What follows belongs to an exercise in optimizing a design on an open flow for small area and a short achievable clock period; a production flow would make more cautious choices.
Power and IR drop assume default switching activity.

## the previous run
Design jpeg_fb_writer, start of the top module:
module jpeg_fb_writer #(
  parameter int unsigned       ADDR_W    = 32,
  parameter logic [ADDR_W-1:0] BASE_ADDR = 32'h0010_0000,
  parameter int unsigned       PIX_FMT   = 0
) (
  input  logic              clk,
  input  logic              reset,
  input  logic              in_valid_i,
  input  logic [15:0]       in_width_i,
  input  logic [15:0]       in_height_i,
  input  logic [15:0]       in_x_i,
  input  logic [15:0]       in_y_i,
  input  logic [7:0]        in_r_i,
  input  logic [7:0]        in_g_i,
  input  logic [7:0]        in_b_i,
  output logic              in_accept_o,
  output logic              wr_valid_o,
  output logic [ADDR_W-1:0] wr_addr_o,
  output logic [31:0]       wr_data_o,
  output logic [3:0]        wr_strb_o,
  input  logic              wr_ready_i,
  output logic              frame_done_o,
  output logic              busy_o,
  output logic [15:0]       crop_count_o,
  output logic              geom_err_o
);
  localparam int L = 14;   
  logic        active_q, start_pend_q, frame_done_q, geom_err_q;
  logic        s1_valid_q, s1_crop_q, wr_valid_q, strb_q;
  logic [15:0] s1_x_q;
  logic [7:0]  s1_one_q, s1_two_q, s1_neg_q;   
  logic        s1_y15_q;
  logic [7:0]  enc_one, enc_two, enc_neg;
  logic [16:0] y_ext;
  logic [23:0] s1_rgb_q;
  logic [L-1:0]  wr_lo_q;
  logic          wr_c_q;
  logic [29:L]   wr_a_q, wr_b_q;
  logic [23:0] wr_rgb_q;
  logic [15:0] wn_q, w_q, h_q, col_q, row_q, crop_cnt_q;
  logic        en, accept, hs, use_latched, in_bounds, start_ok, wr_load;
  logic        idle, count, col_last, last, frame_end;
  logic        active_d, start_pend_d, wr_valid_d, s1_valid_d;
  logic [15:0] w_used, h_used;
  logic [L:0]  lo_sum;
  logic [29:L] hi_sum;
  assign en          = !wr_valid_q | wr_ready_i;
  assign accept      = en & in_valid_i;
  assign hs          = wr_valid_q & wr_ready_i;
  ...
For scale: roughly 1600 cells after synthesis, ~180 I/O pins, about 17000 um2 of cells after synthesis.
clock: 9.0 ns
lec_check: 0
cap_margin: 20
core_margin: 2
core_utilization: 40
cts_buf_list: sky130_fd_sc_hd__clkbuf_4 sky130_fd_sc_hd__clkbuf_8
cts_cluster_diameter: 80
cts_cluster_size: 16
setup_slack_margin: 4.6
slew_margin: 20
synth_hierarchical: 1
standard.sh (not shown) runs the stock make flow with config.mk's settings and CLKGATE_MAP_FILE= SYNTH_SCRIPT=/design/flow/synth_recipe.tcl, a recipe that flattens the netlist after the stock synthesis.
==> flow/flow/run.sh <==
#!/bin/bash
# Own layout flow: the standard flow, with plain buf_1 cells as the port buffers
# (instead of the delay-cell buffer the resizer picks by default). Every port still gets
# its own buffer. The full make output goes to std_flow.log in the work folder.
set -euo pipefail
export BUFFER_PORTS_ARGS="-buffer_cell sky130_fd_sc_hd__buf_1"
bash standard.sh finish > std_flow.log 2>&1
[inputs] the current run vs the previous run
-- flow/design.v --
<<< the previous run, line 523
      wn_q  <= ~in_width_i;
      h_q   <= in_height_i;
      col_q <= w_used;
      row_q <= in_height_i;
    end else if (count) begin
      col_q <= col_last ? w_used : col_q - 16'd1;
      if (col_last) row_q <= row_q - 16'd1;
    end
  end
  always_ff @(posedge clk) begin
>>> the current run, line 523
      wn_q  <= ~in_width_i;
      h_q   <= in_height_i;
    end
    if (start_ok | count)
      col_q <= (!count | col_last) ? w_used : col_q - 16'd1;
    if (start_ok | (count & col_last))
      row_q <= count ? row_q - 16'd1 : in_height_i;
  end
  always_ff @(posedge clk) begin
--- outcome ---
Looking at the reports, the current run completed the entire flow and the layout it produced met the timing, design-rule and antenna checks. Higher die footprint goes to the previous run over the current run. Comparing area after synthesis for the previous run and the current run, the bigger number came from the previous run. Cells: the current run has fewer instances than the previous run. Measured against the current run, the inverter count of the previous run comes out at 0.914 times the reference value. Total power on the current run is ahead of the previous run. Diff the previous run -> the current run | detailed route wirelength on metal2 | up slightly. The overall via count from detail_route of the current run and that of the previous run are within noise of each other. Of the previous run and the current run, the run reporting the lower clock network fraction of total power was the previous run. Setup WNS the previous run -> the current run: worse. What the current run reported for first-iteration DRC count has to be multiplied by 0.78 to get the figure for the previous run. | critical path depth | the current run vs the previous run | 1 lower |. Between the previous run and the current run, the difference in all-layer global routing usage is negligible.
No run of this note included a check of the RTL's function; only the layout flow was run.

* * *

Another version of the RTL of jpeg_fb_writer (not shown whole).
For scale: ~1500 cells after synthesis, about 220 flip-flops, ~17000 um^2 of cells after synthesis.
Settings: LEC_CHECK=0, CAP_MARGIN=20, CORE_MARGIN=2, CORE_UTILIZATION=40, SETUP_SLACK_MARGIN=4.6, SLEW_MARGIN=20, SYNTH_HIERARCHICAL=1; clock period 9.0 ns.
Scripts as last shown in full above: flow/flow/run.sh
Change:
--- a/flow/design.v
+++ b/flow/design.v
@@ -16,23 +16,23 @@
   output logic              in_accept_o,
   output logic              wr_valid_o,
   output logic [ADDR_W-1:0] wr_addr_o,
   output logic [31:0]       wr_data_o,
   output logic [3:0]        wr_strb_o,
   input  logic              wr_ready_i,
   output logic              frame_done_o,
   output logic              busy_o,
   output logic [15:0]       crop_count_o,
   output logic              geom_err_o
 );
-  localparam int L = 8;   
+  localparam int L = 14;   
   logic        active_q, start_pend_q, frame_done_q, busy_q, geom_err_q;
   logic        s1_valid_q, s1_crop_q, wr_valid_q, strb_q;
   logic [15:0] s1_x_q, s1_yn_q;
   logic [23:0] s1_rgb_q;
   logic [L-1:0]  wr_lo_q;
   logic          wr_c_q;
   logic [29:L]   wr_a_q, wr_b_q;
   logic [23:0] wr_rgb_q;
   logic [15:0] wn_q, w_q, h_q, col_q, row_q, crop_cnt_q;
   logic        en, accept, hs, use_latched, in_bounds, start_ok, wr_load;
   logic        idle, count, col_last, last, frame_end;
@@ -582,35 +582,38 @@
       if (active_q & accept & ((in_width_i != w_q) | (in_height_i != h_q)))
         geom_err_q <= 1'b1;
       s1_valid_q   <= s1_valid_d;
       wr_valid_q   <= wr_valid_d;
       if (wr_load) strb_q <= 1'b1;
       if (start_ok)
         crop_cnt_q <= 16'd0;
       else if (en & s1_valid_q & s1_crop_q & (crop_cnt_q != 16'hFFFF))
         crop_cnt_q <= crop_cnt_q + 16'd1;
     end
   end
-  logic [30-8:0] hi_t;
-  assign hi_t   = {wr_a_q, 1'b1} + {wr_b_q, wr_c_q};
-  assign hi_sum = hi_t[30-8:1];
+  jfw_cpa_hi u_hi (.a(wr_a_q), .b(wr_b_q), .ci(wr_c_q), .en(strb_q), .s(hi_sum));
   jfw_accept u_acc (.wr_valid(wr_valid_q), .wr_ready(wr_ready_i), .accept(in_accept_o));
   assign wr_valid_o   = wr_valid_q;
-  assign wr_addr_o    = strb_q ? {hi_sum, wr_lo_q, 2'b00} : 32'd0;
+  assign wr_addr_o    = {hi_sum, strb_q ? wr_lo_q : {L{1'b0}}, 2'b00};
   assign wr_data_o    = strb_q ? {8'h00, wr_rgb_q} : 32'd0;
   assign wr_strb_o    = {4{strb_q}};
   assign frame_done_o = frame_done_q;
   assign busy_o       = busy_q;
   assign crop_count_o = crop_cnt_q;
   assign geom_err_o   = geom_err_q;
 endmodule
+module jfw_cpa_hi (input logic [29:14] a, b, input logic ci, en, output logic [29:14] s);
+  logic [30-14:0] t;
+  assign t = {a & {(30-14){en}}, 1'b1} + {b & {(30-14){en}}, ci & en};
+  assign s = t[30-14:1];
+endmodule
 module jfw_accept (input logic wr_valid, wr_ready, output logic accept);
   assign accept = !wr_valid | wr_ready;
 endmodule
 module jfw_fa (input logic a, b, c, output logic s, co);
   assign s  = a ^ b ^ c;
   assign co = (a & b) | (c & (a ^ b));
 endmodule
 module jfw_ha (input logic a, b, output logic s, co);
   assign s  = a ^ b;
   assign co = a & b;
 endmodule
=>
- non-clock buffer count rises by 74
- wire length rises by 3.9%
- sequential power falls by about 3%
- first-iteration DRC count falls by 2.4%
- final area rises by 3.8%
- die area falls by 0.39%
- sequential cell count falls by 6
- utilization rises by 1.8 points
- area after synthesis falls by 0.40%
- combinational power rises by 12%
- clock-buffer cell count stays the same
- critical path depth rises by 1
No functional check of the RTL was part of any run of this note.

* * *

run A:
Another version of the RTL of jpeg_fb_writer (not shown whole).
For scale: about 1600 cells after synthesis, roughly 220 flip-flops, about 180 I/O pins.
Settings: LEC_CHECK=0, CAP_MARGIN=20, CORE_MARGIN=2, CORE_UTILIZATION=40, CTS_BUF_LIST=sky130_fd_sc_hd__clkbuf_4 sky130_fd_sc_hd__clkbuf_8, CTS_CLUSTER_DIAMETER=80, CTS_CLUSTER_SIZE=16, SETUP_SLACK_MARGIN=4.6, SLEW_MARGIN=20, SYNTH_HIERARCHICAL=1; clock period 9.0 ns.
Scripts as last shown in full above: flow/flow/run.sh
diff inputs: run A => run G
--- a/flow/design.v
+++ b/flow/design.v
@@ -519,17 +519,18 @@
       s1_rgb_q  <= {in_r_i, in_g_i, in_b_i};
       s1_crop_q <= !in_bounds;
     end
     if (start_ok) begin
       wn_q  <= ~in_width_i;
       h_q   <= in_height_i;
+      col_q <= w_used;
+      row_q <= in_height_i;
+    end else if (count) begin
+      col_q <= col_last ? w_used : col_q - 16'd1;
+      if (col_last) row_q <= row_q - 16'd1;
     end
-    if (start_ok | count)
-      col_q <= (!count | col_last) ? w_used : col_q - 16'd1;
-    if (start_ok | (count & col_last))
-      row_q <= count ? row_q - 16'd1 : in_height_i;
   end
   always_ff @(posedge clk) begin
     if (!reset) begin
       active_q     <= 1'b0;
       start_pend_q <= 1'b0;
       frame_done_q <= 1'b0;
Compared with run A, in run G critical path depth decreased by 1 relative to the old numbers, final cell count decreased by 2.0% relative to the old numbers, sequential power closely matched the old numbers, area added between synthesis and finish decreased by 1.3 points relative to the old numbers, count of plain and timing-repair buffers increased by about 4.7% relative to the old numbers. The lower worst setup slack of run A and run G is in run A. Run A -> run G: number of port buffers flat. Summary — final-layout clock-cell area share, run G relative to run A: lower, by 0.95 points. When the final numbers for run A and run G were put side by side, the inverter count of the layout excluding clock inverters turned out to be greater in run A. Compared with run A, in run G number of max-capacitance violations reported ~0 delta, clock transition at the register clock pins on the worst setup and hold paths after CTS barely changed, number of buffer and inverter instances along the worst setup path went up 1.
Function was not checked in any run of this note: the RTL went through the layout flow alone.

-- static timing again, ports no longer ideal --
In the flow no input, the clock included, has a driving cell. The finished layouts below were timed again as built, in two steps.
Step 1 sets driving cells, clkbuf_16 on the clock port and buf_2 on the other inputs (assumed; they add their load-dependent delay and slew).
Step 2, shift: input delay + t, output delay - t, t = (earliest + latest rising clock arrival at the registers) / 2. This alone moves slack from input paths to output paths.
Three values: no drivers, after step 1, after step 2; two values: the first two.
run	shift t [ns]	slack for setup (ns)	worst setup path at the end	latest minus earliest clock arrival (ns)	cell pins on the clock port's net
the previous run	0.621	4.701 / 4.652 / 4.192	input to register	0.039 / 0.040	1
the current run	0.614	4.689 / 4.637 / 4.244	input to register	0.022 / 0.022	1
the first run of note 2	0.615	4.118 / 4.068 / 4.166	input to register	0.049 / 0.049	1
the second run of note 2	0.599	4.442 / 4.389 / 4.256	input to register	0.031 / 0.031	1
run A	0.635	4.430 / 4.381 / 4.200	input to register	0.053 / 0.053	1
run G	0.615	4.437 / 4.388 / 4.146	input to register	0.051 / 0.051	1
After both steps setup and hold are still met in every run listed. The setup slack of the previous run, which loses most, moves by -0.049 ns with the drivers and by -0.509 ns with both steps.
